From an optimization exercise on the open Yosys and OpenROAD flow, aimed at small area, a short achievable clock period and few clock cycles per item; shortcuts taken in it are not production practice. Only simulation tests tie the RTL to the original design; equivalence was not proved.

==> design.v <==
`default_nettype none
package fp_pkg;
    localparam int EXP_W    = 8;
    localparam int MANT_W   = 23;
    localparam int WORD_W   = 1 + EXP_W + MANT_W;
    localparam int EXP_BIAS = 127;
    localparam int EXP_MAX  = (1 << EXP_W) - 1;   
    typedef logic [WORD_W-1:0] fp_word_t;
    typedef logic [EXP_W-1:0]  fp_exp_t;
    typedef logic [MANT_W-1:0] fp_mant_t;
    typedef logic [MANT_W:0]   fp_sig_t;    
    typedef struct packed {
        logic     sign;
        fp_exp_t  exp;
        fp_mant_t mant;
        logic     is_nan;
        logic     is_inf;
        logic     is_zero;    
    } fp_class_t;
    typedef struct packed {
        logic invalid;
        logic overflow;
        logic underflow;
    } fp_flags_t;
    typedef enum logic [1:0] {
        OP_ADD  = 2'd0,
        OP_SUB  = 2'd1,
        OP_MUL  = 2'd2,
        OP_RSVD = 2'd3
    } fp_op_t;
    localparam fp_word_t QNAN = {1'b0, {EXP_W{1'b1}}, 1'b1, {(MANT_W-1){1'b0}}};
endpackage
`default_nettype wire
`default_nettype none
module fp_unpack (
    input  fp_pkg::fp_word_t  word,
    output fp_pkg::fp_class_t cls
);
    logic     sign_f;
    fp_pkg::fp_exp_t  exp_f;
    fp_pkg::fp_mant_t mant_f;
    logic     exp_ones;
    logic     mant_nz;
    assign sign_f = word[fp_pkg::WORD_W-1];
    assign exp_f  = word[fp_pkg::WORD_W-2 -: fp_pkg::EXP_W];
    assign mant_f = word[fp_pkg::MANT_W-1:0];
    assign exp_ones = (exp_f == fp_pkg::fp_exp_t'(fp_pkg::EXP_MAX));
    assign mant_nz  = |mant_f;
    always_comb begin
        cls.sign    = sign_f;
        cls.exp     = exp_f;
        cls.mant    = mant_f;
        cls.is_nan  = exp_ones && mant_nz;
        cls.is_inf  = exp_ones && !mant_nz;
        cls.is_zero = (exp_f == '0);   
    end
endmodule
`default_nettype wire
`default_nettype none
module fp_add_sub (
    input  fp_pkg::fp_class_t a,
    input  fp_pkg::fp_class_t b,
    input  logic      subtract,
    output fp_pkg::fp_word_t  result,
    output fp_pkg::fp_flags_t flags
);
    logic        sign_b_eff;
    fp_pkg::fp_sig_t     sig_a;
    fp_pkg::fp_sig_t     sig_b;
    fp_pkg::fp_exp_t     exp_big;
    fp_pkg::fp_exp_t     exp_diff;
    logic [47:0] al_a;
    logic [47:0] al_b;
    logic [48:0] sum;
    logic        sign_res;
    logic [5:0]  lz;
    logic [8:0]  exp_inc;
    logic [47:0] norm;
    function automatic [5:0] lead_zeros(input logic [47:0] v);
        lead_zeros = 6'd48;
        for (int i = 0; i < 48; i++) begin
            if (v[i])
                lead_zeros = 6'(47 - i);   
        end
    endfunction
    assign sign_b_eff = b.sign ^ subtract;
    assign sig_a      = {1'b1, a.mant};
    assign sig_b      = {1'b1, b.mant};
    always_comb begin
        if (a.exp >= b.exp) begin
            exp_big  = a.exp;
            exp_diff = a.exp - b.exp;
            al_a     = {sig_a, 24'b0};
            al_b     = {sig_b, 24'b0} >> exp_diff;
        end else begin
            exp_big  = b.exp;
            exp_diff = b.exp - a.exp;
            al_a     = {sig_a, 24'b0} >> exp_diff;
            al_b     = {sig_b, 24'b0};
        end
        if (a.sign == sign_b_eff) begin
            sum      = {1'b0, al_a} + {1'b0, al_b};
            sign_res = a.sign;
        end else if (al_a >= al_b) begin
            sum      = {1'b0, al_a - al_b};
            sign_res = a.sign;
        end else begin
            sum      = {1'b0, al_b - al_a};
            sign_res = sign_b_eff;
        end
        lz      = lead_zeros(sum[47:0]);
        exp_inc = {1'b0, exp_big} + 9'd1;
        norm    = sum[47:0] << lz;
    end
    always_comb begin
        flags  = '0;
        result = '0;
        if (a.is_nan || b.is_nan) begin
            result        = fp_pkg::QNAN;
            flags.invalid = 1'b1;
        end else if (a.is_inf && b.is_inf && (a.sign != sign_b_eff)) begin
            result        = fp_pkg::QNAN;   
            flags.invalid = 1'b1;
        end else if (a.is_inf) begin
            result = {a.sign, {fp_pkg::EXP_W{1'b1}}, {fp_pkg::MANT_W{1'b0}}};
        end else if (b.is_inf) begin
            result = {sign_b_eff, {fp_pkg::EXP_W{1'b1}}, {fp_pkg::MANT_W{1'b0}}};
        end else if (a.is_zero && b.is_zero) begin
            result = {a.sign & sign_b_eff, {(fp_pkg::WORD_W-1){1'b0}}};
        end else if (a.is_zero) begin
            result = {sign_b_eff, b.exp, b.mant};
        end else if (b.is_zero) begin
            result = {a.sign, a.exp, a.mant};
        end else if (sum[48]) begin
            if (exp_inc >= 9'(fp_pkg::EXP_MAX)) begin
                result         = {sign_res, {fp_pkg::EXP_W{1'b1}}, {fp_pkg::MANT_W{1'b0}}};
                flags.overflow = 1'b1;
            end else begin
                result = {sign_res, exp_inc[fp_pkg::EXP_W-1:0], sum[47:25]};
            end
        end else if (sum[47]) begin
            result = {sign_res, exp_big, sum[46:24]};
        end else if (sum == '0) begin
            result = '0;
        end else if ({2'b00, lz} >= exp_big) begin
            result          = {sign_res, {(fp_pkg::WORD_W-1){1'b0}}};
            flags.underflow = 1'b1;
        end else begin
            result = {sign_res, exp_big - {2'b00, lz}, norm[46:24]};
        end
    end
endmodule
`default_nettype wire
`default_nettype none
module fp_mul (
    input  fp_pkg::fp_class_t a,
    input  fp_pkg::fp_class_t b,
    output fp_pkg::fp_word_t  result,
    output fp_pkg::fp_flags_t flags
);
    logic               sign_res;
    fp_pkg::fp_sig_t            sig_a;
    fp_pkg::fp_sig_t            sig_b;
    logic [47:0]        prod;
    logic signed [10:0] exp_wide;    
    fp_pkg::fp_mant_t           mant_res;
    assign sign_res = a.sign ^ b.sign;
    assign sig_a    = {1'b1, a.mant};
    assign sig_b    = {1'b1, b.mant};
    always_comb begin
        prod     = {24'b0, sig_a} * {24'b0, sig_b};
        exp_wide = 11'({3'b000, a.exp} + {3'b000, b.exp} - 11'(fp_pkg::EXP_BIAS)
                       + {10'b0, prod[47]});
        if (prod[47])
            mant_res = prod[46:24];
        else
            mant_res = prod[45:23];
    end
    always_comb begin
        flags  = '0;
        result = '0;
        if (a.is_nan || b.is_nan) begin
            result        = fp_pkg::QNAN;
            flags.invalid = 1'b1;
        end else if ((a.is_zero && b.is_inf) || (a.is_inf && b.is_zero)) begin
            result        = fp_pkg::QNAN;
            flags.invalid = 1'b1;
        end else if (a.is_inf || b.is_inf) begin
            result = {sign_res, {fp_pkg::EXP_W{1'b1}}, {fp_pkg::MANT_W{1'b0}}};
        end else if (a.is_zero || b.is_zero) begin
            result = {sign_res, {(fp_pkg::WORD_W-1){1'b0}}};
        end else if (exp_wide >= 11'(fp_pkg::EXP_MAX)) begin
            result         = {sign_res, {fp_pkg::EXP_W{1'b1}}, {fp_pkg::MANT_W{1'b0}}};
            flags.overflow = 1'b1;
        end else if (exp_wide <= 11'sd0) begin
            result          = {sign_res, {(fp_pkg::WORD_W-1){1'b0}}};
            flags.underflow = 1'b1;
        end else begin
            result = {sign_res, exp_wide[fp_pkg::EXP_W-1:0], mant_res};
        end
    end
endmodule
`default_nettype wire
`default_nettype none
module fp_alu (
    input  logic      clk,
    input  logic      rst,
    input  logic      start,
    input  fp_pkg::fp_word_t  op_a,
    input  fp_pkg::fp_word_t  op_b,
    input  fp_pkg::fp_op_t    op_code,
    output fp_pkg::fp_word_t  result,
    output fp_pkg::fp_flags_t flags,
    output logic      valid_out
);
    typedef enum logic {
        IDLE,
        COMPUTE
    } state_t;
    state_t    state;
    fp_pkg::fp_word_t  lat_a;
    fp_pkg::fp_word_t  lat_b;
    fp_pkg::fp_op_t    lat_op;
    fp_pkg::fp_class_t cls_a;
    fp_pkg::fp_class_t cls_b;
    fp_pkg::fp_word_t  add_result;
    fp_pkg::fp_flags_t add_flags;
    fp_pkg::fp_word_t  mul_result;
    fp_pkg::fp_flags_t mul_flags;
    fp_pkg::fp_word_t  sel_result;
    fp_pkg::fp_flags_t sel_flags;
    fp_unpack i_unpack_a (.word(lat_a), .cls(cls_a));
    fp_unpack i_unpack_b (.word(lat_b), .cls(cls_b));
    fp_add_sub i_add_sub (
        .a        (cls_a),
        .b        (cls_b),
        .subtract (lat_op == fp_pkg::OP_SUB),
        .result   (add_result),
        .flags    (add_flags)
    );
    fp_mul i_mul (
        .a      (cls_a),
        .b      (cls_b),
        .result (mul_result),
        .flags  (mul_flags)
    );
    always_comb begin
        sel_result = fp_pkg::QNAN;    
        sel_flags  = 3'b100;   
        case (lat_op)
            fp_pkg::OP_ADD, fp_pkg::OP_SUB: begin
                sel_result = add_result;
                sel_flags  = add_flags;
            end
            fp_pkg::OP_MUL: begin
                sel_result = mul_result;
                sel_flags  = mul_flags;
            end
            default: ;
        endcase
    end
    always_ff @(posedge clk) begin
        if (state == IDLE && start) begin
            lat_a  <= op_a;
            lat_b  <= op_b;
            lat_op <= op_code;
        end
    end
    always_ff @(posedge clk or posedge rst) begin
        if (rst) begin
            state     <= IDLE;
            result    <= '0;
            flags     <= '0;
            valid_out <= 1'b0;
        end else begin
            case (state)
                IDLE: begin
                    valid_out <= 1'b0;
                    if (start)
                        state <= COMPUTE;
                end
                COMPUTE: begin
                    result    <= sel_result;
                    flags     <= sel_flags;
                    valid_out <= 1'b1;
                    state     <= IDLE;
                end
                default: state <= IDLE;
            endcase
        end
    end
endmodule
`default_nettype wire
==> run.sh <==
#!/bin/bash
# synth_recipe.tcl (not shown) runs the flow's synth.tcl, then flattens the netlist and writes it again
# the make line also repeats each setting of config.mk as NAME=value (left out here)
make -C /OpenROAD-flow-scripts/flow DESIGN_CONFIG=/design/flow/config.mk WORK_HOME=/design/flow/orfs CLKGATE_MAP_FILE= SYNTH_SCRIPT=/design/flow/synth_recipe.tcl finish
==> config.mk <==
export PLATFORM = sky130hd
export DESIGN_NAME = fp_alu
export DESIGN_NICKNAME = fp_alu
export VERILOG_FILES = /design/flow/design.v
export SDC_FILE = /design/flow/constraint.sdc
export NUM_CORES = 4
export LEC_CHECK = 0
export CAP_MARGIN = 20
export CORE_MARGIN = 2
export CORE_UTILIZATION = 40
export SLEW_MARGIN = 20
==> constraint.sdc <==
create_clock -name core_clock -period 15.0 [get_ports {clk}]
set_input_delay 3.0000 -clock core_clock [delete_from_list [all_inputs] [get_ports {clk}]]
set_output_delay 3.0000 -clock core_clock [all_outputs]
set_load 0.01 [all_outputs]
==> summary.txt <==
[metrics by stage]
step	utilization	hold WS, ps	setup WS, ps
3_5_place_dp	0.4264	483.7	-140.7
2_1_floorplan	-	351.9	3332
5_1_grt	0.4300	528.6	33.58
3_3_place_gp	0.4263	494.8	-687.5
6_report	0.4301	507.8	460.2
4_1_cts	0.4295	506.9	183.9
[logic make-up after synthesis]
logic type,count (synthesis),share of synthesized area
compound gates,1321,0.2123
buf+inv,1099,0.09996
xor+xnor,94,0.02010
flops,103,0.06759
fa+ha+maj,810,0.3204
mux,249,0.06666
simple gates,1897,0.2130
[power groups by stage]
stage          Combinational [mW]  Sequential, mW  Clock, mW
6_report                     11.7           0.430      0.278
3_5_place_dp                 11.3           0.430          0
3_3_place_gp                 11.3           0.432          0
5_1_grt                      12.8           0.432      0.292
2_1_floorplan                7.70           0.398          0
4_1_cts                      11.4           0.425      0.282
[cells in the final DEF (no fill, tap or decap), drive strengths merged, types with 64 or more instances in the layout]
cell           count
nand3            108
mux2i            168
clkdlybuf4s50    104
nor3             148
o21ai            252
a21oi            324
a211oi            68
xnor2             75
o211ai            69
edfxtp            66
inv              732
nand2            670
buf              147
a21o              64
nor2             373
fa               486
and2             250
ha               324
[area by class of cell]
class	instances	area, um2
fill	11140	60920
multi-input combinational	4371	36070
sequential	103	2908
inverter	736	2763
timing repair buffer	251	2145
tap	1403	1755
clock buffer	9	225.2
clock inverter	7	98.84
antenna	5	12.51
[layer usage]
layer	track usage	up-vias	wire length, um
met5	0	-	0
met2	0.5252	2537	82960
met1	0.4928	21800	82580
li1	-	18980	-
met3	0.07304	405	21100
met4	0.1363	0	9479
[timing repair]
item | CTS | global route
endpoints found under the setup margin | 6 | 29
gates cloned | 0 | 0
hold endpoints to repair | 0 | 0
resized for setup | 2 | 7
hold buffers | 0 | 0
[path summary, 6_finish.rpt]
kind,endpoint,from,cells past startpoint
worst max register to register,result[19],lat_a[26],48
min in group asynchronous,result[6],rst,3
worst min-delay path,result[21],result[21],1
worst min register to register,result[21],result[21],1
worst max-delay path,result[19],lat_a[26],48
max in group asynchronous,result[5],rst,3
[worst max-delay path: cells and delay by family, from the launching register on]
family	cells	cell delay (ps)
AND/OR/NAND/NOR	18	5640
AO/OA/AOI/OAI	20	5250
flip-flops	1	540
buffers and inverters	5	1280
multiplexers	1	220
adder cells (fa/ha/maj)	4	1370
[flip-flops by register name (all words and copies together), names as in the netlist]
register	flops
lat_op	2
lat_a	32
result	32
state	1
lat_b	32
valid_out	1
flags	3
==> reports/metrics.cfg <==
[outcome]
status = finished clean

[worst_setup_path]
crit_path_start_kind = register
reg2reg_slack_ps = 460
arrival_ps = 14750
cp_slowest_stage_delay_ps = 760
worst_path_most_repeated_cell = o21ai_0
worstSetupPathType = reg -> reg
critPathCaptureType = register
crit_slowest_cell = or4_1
crit_fanout = 18
required_ps = 15210

[sta]
fmax_mhz = 68.78
setup_viol = 0
post-route-period-util = 0.9693
rsz0062_at_grt = false
tns_ps = 0
post-route-min-period_ps = 14540
slew_headroom = 0.1438
tightest_slew_ps = 1275
finalHoldViolCount = 0
clock_skew_ps = 30.80
drv_slew = 0

[yosys]
ys_types = 127
synthesis.area_um2 = 43020
netlist.area_leader.share = 0.2262
syn_nets = 6452
synth_edf_count = 66
avgSynthCellArea_um2 = 7.720
synthFlopType = edfxtp_1
synth.area.top_cells = fa_1 (23%), ha_1 (9.4%), inv_1 (6.4%), nand2_1 (5.8%), edfxtp_1 (4.6%)
synth-seq-area-share = 0.06759
synth_commonest_cells = inv_1 (729), nand2_1 (668), fa_1 (486)
ys_warn_count = 4
ys_ff_latch = 103
syn_inst = 5573
synth_top_area_cell = fa_1
synthMostInstantiatedCell = inv_1
postSynth.asyncResetShare = 0.3592

[floorplanning]
die_w_um = 332.0
fp.dieH_um = 332.0
ios = 105
rows = 120
initial_core_util = 0.4024
dieArea_um2 = 110200
core_um2 = 106900

[job]
drv_cap = 0

[detailed_routing]
drtIter0Drc = 5646
firstDrtPassIters = 6
ant_nets = 0
vias = 43720
wl_per_cell_um = 28.48
finalWirelength_mm = 196.1
drc_errors = 0
viasPerCell = 6.350

[place]
gp_congestion = 1.044
dp_cells = 6862
dpl.hpwl_mm = 156.9
numPortBuffers = 104
placed_area_um2 = 45580

[finish]
final_nets = 6351
layout.cells.non_filler = 6885
area_growth_pct = 6.881
design_area_um2 = 45980
drive_gt1_frac = 0.06810

[pwr]
power.leakage_nw = 20.71
combinationalPowerShare = 0.943
seqPwrFrac = 0.035
swShare = 0.6095
p_per_area_nw_per_um2 = 269.1
clock_power_share = 0.022
p_switching_mw = 7.541
ir_worst_vdd_v = 0.0005931
p_int_mw = 4.832
power_mw = 12.37

[global_route]
grtUsageTotal = 0.3506
grt_max_degree = 68
grt_pass1_vias = 42400
grt_pass1_wl_mm = 290.2
antenna_found_initial = 5
overflow = 0

[clocking]
cts_made_buffers = 9
clock_sinks = 103
cts.reportedPaths.clkPinSlew_ps = 110
root_buffer = clkbuf_16
cts_max_path_buffers = 2
postCtsSetupBuffers = 0
h-tree-depth = 3
clk_latency_ps = 420
cts_tree = built

[min_path]
hold_class = reg -> reg

Testbench counts, summed over its fixed seeds: cycles 64,008, ops 32,000.

[afterwards: timing with drivers on the ports]
The flow's constraints put no driver on any port. The routed layout listed below was extracted and timed again, unchanged, in two steps. Step 1, drivers: a clkbuf_16 drives clk and a buf_2 each remaining input, both assumed. Step 2 moves the port delays by t, midway between the first and last clock arrival at a register: inputs arrive t later, outputs are due t later. That takes back most of the time a late clock gives input paths. a / b / c = ideal / step 1 / step 2; a / b = the first two.
t, ns: 0.474
slack for setup (ns): 0.460 / 0.460 / 0.460
worst register clock-pin slew, ns: 0.11 / 0.11
After both steps this run still meets setup and hold. For this run, drivers alone change the setup slack by 0.000 ns; drivers and shift together by 0.000 ns.
